Context: an optimization exercise on an open-source flow, tuned for small area. The choices shown serve that exercise and are no tape-out recipe.
Only simulation tests tie the RTL to the original design; equivalence was not proved.
No activity file was given, so power comes from the tool's default toggle rates.

## P
==> flow/design.v (excerpt) <==
module lmfe_median_sorter #(
    parameter int unsigned DW  = lmfe_pkg::DW,
    parameter int unsigned NUM = lmfe_pkg::NUM,
    parameter int unsigned CW  = lmfe_pkg::CW
) (
    input  logic          clk,
    input  logic          RST,
    input  logic          SE,
    input  logic [DW-1:0] INS,
    input  logic [DW-1:0] DEL,
    output logic [DW-1:0] MED,
    output logic          FULL,
    output logic          ERR
);
    localparam int unsigned MID = (NUM - 1) / 2;
    localparam int unsigned GS  = 7;               
    localparam int unsigned NG  = NUM / GS;        
    logic [DW-1:0]  r_slot [NUM];
    logic [DW-1:0]  r_mid;
    logic [CW-1:0]  r_count;
    logic           r_full;
    logic           r_err;
    logic [DW-1:0]  w_cur  [NUM];
    logic [DW-1:0]  w_next [NUM];
    logic [NUM-1:0] w_cmp;      
    logic [NUM-1:0] w_open;     
    logic [NUM-1:0] w_gtn;      
    logic [NUM-1:0] w_ne_lo;    
    logic [NUM-1:0] w_ne_hi;    
  ...
==> module lmfe_slot_sel, before the edit <==
module lmfe_slot_sel (
    input  logic i_gtn_prev,
    input  logic i_gtn_self,
    input  logic i_gtn_next,
    input  logic i_dp_prev,
    input  logic i_dp_self,
    output logic o_sel_prev,
    output logic o_sel_self,
    output logic o_sel_next,
    output logic o_sel_ins
);
    lmfe_nor2 u_sp (.i_a(i_gtn_prev), .i_b(i_dp_prev), .o_y(o_sel_prev));
    lmfe_and2 u_sn (.i_a(i_dp_self), .i_b(i_gtn_next), .o_y(o_sel_next));
    logic w_hi_n;
    lmfe_nand2 u_ssa (.i_a(i_dp_self), .i_b(i_gtn_self), .o_y(w_hi_n));
    lmfe_or2_en u_ss (.i_a(i_gtn_self), .i_b(i_dp_prev), .i_en(w_hi_n), .o_y(o_sel_self));
    lmfe_nor3 u_si (.i_a(o_sel_prev), .i_b(o_sel_self), .i_c(o_sel_next), .o_y(o_sel_ins));
endmodule
==> flow/config.mk <==
export PLATFORM = sky130hd
export DESIGN_NAME = lmfe_median_sorter
export DESIGN_NICKNAME = lmfe_median_sorter
export VERILOG_FILES = /design/flow/design.v
export SDC_FILE = /design/flow/constraint.sdc
export NUM_CORES = 4
export LEC_CHECK = 0
export CAP_MARGIN = 20
export CORE_MARGIN = 2
export CORE_UTILIZATION = 50
export CTS_CLUSTER_DIAMETER = 100
export CTS_CLUSTER_SIZE = 24
export SLEW_MARGIN = 20
export SYNTH_HIERARCHICAL = 1
==> flow/constraint.sdc <==
create_clock -name core_clock -period 6.0 [get_ports {clk}]
set_input_delay 1.2000 -clock core_clock [delete_from_list [all_inputs] [get_ports {clk}]]
set_output_delay 1.2000 -clock core_clock [all_outputs]
set_load 0.01 [all_outputs]
run.sh (not shown) runs the stock make flow with config.mk's settings and CLKGATE_MAP_FILE= SYNTH_SCRIPT=/design/flow/synth_recipe.tcl, a recipe that flattens the netlist after the stock synthesis.
Here is what was changed in the inputs of Q compared with P.
--- a/flow/design.v
+++ b/flow/design.v
@@ -96,13 +96,13 @@
     output logic o_sel_next,
     output logic o_sel_ins
 );
     lmfe_nor2 u_sp (.i_a(i_gtn_prev), .i_b(i_dp_prev), .o_y(o_sel_prev));
     lmfe_and2 u_sn (.i_a(i_dp_self), .i_b(i_gtn_next), .o_y(o_sel_next));
-    logic w_hi_n;
-    lmfe_nand2 u_ssa (.i_a(i_dp_self), .i_b(i_gtn_self), .o_y(w_hi_n));
-    lmfe_or2_en u_ss (.i_a(i_gtn_self), .i_b(i_dp_prev), .i_en(w_hi_n), .o_y(o_sel_self));
+    logic w_lo_n;
+    lmfe_nor2 u_ssa (.i_a(i_gtn_self), .i_b(i_dp_prev), .o_y(w_lo_n));
+    lmfe_a21oi u_ss (.i_a1(i_dp_self), .i_a2(i_gtn_self), .i_b1(w_lo_n), .o_y(o_sel_self));
     lmfe_nor3 u_si (.i_a(o_sel_prev), .i_b(o_sel_self), .i_c(o_sel_next), .o_y(o_sel_ins));
 endmodule
 module lmfe_and2 (
     input  logic i_a,
     input  logic i_b,
==> comparison <==
Q and P ended up with roughly the same wire length of the first global-routing pass.
Data arrival time of the critical path, Q and P: smaller value in P
Proportion of power drawn by combinational gates came out higher on Q than on P.
There was hardly any difference in die area between Q and P.
From P to Q the numbers moved as follows: met3 global-route usage now larger, register-to-register path setup slack now smaller, clock group share of total power now smaller, area growth from synthesis to final layout now smaller.
Q — average detailed-routed wire length per instance 0.81% lower, P as reference
[compare] base=P new=Q: internal power component dropped 0.000059 W; wire length dropped about 1%; core utilization barely changed.
P → Q: fraction of area in registers level; post-route worst setup slack -0.093 ns.

-- separate check: timing with driven ports --
How much do the figures lean on ideal ports? The routed layouts below were timed once more, with nothing changed but the port constraints.
Step 1: set_driving_cell puts a clkbuf_16 on clk and a buf_2 on each other input, an assumption about the parent block.
Step 2 also shifts input and output timing later by t, the mid clock arrival at the registers, as if the neighbouring blocks saw the same clock.
a / b / c = no drivers / after step 1 / after step 2; a / b = the first two.
run | t, ns | setup WS [ns] | worst hold slack (ns) | clock arrival spread, ns | slew at the worst register clock pin (ns)
P | 0.651 | 1.272 / 1.306 / 0.655 | 0.588 / 0.588 / 0.588 | 0.028 / 0.028 | 0.11 / 0.11
Q | 0.640 | 1.179 / 1.211 / 0.571 | 0.565 / 0.565 / 0.565 | 0.031 / 0.030 | 0.11 / 0.11
After both steps every run listed still meets setup and hold. For P, which loses most, drivers alone change the setup slack by +0.034 ns; drivers and shift together by -0.617 ns.
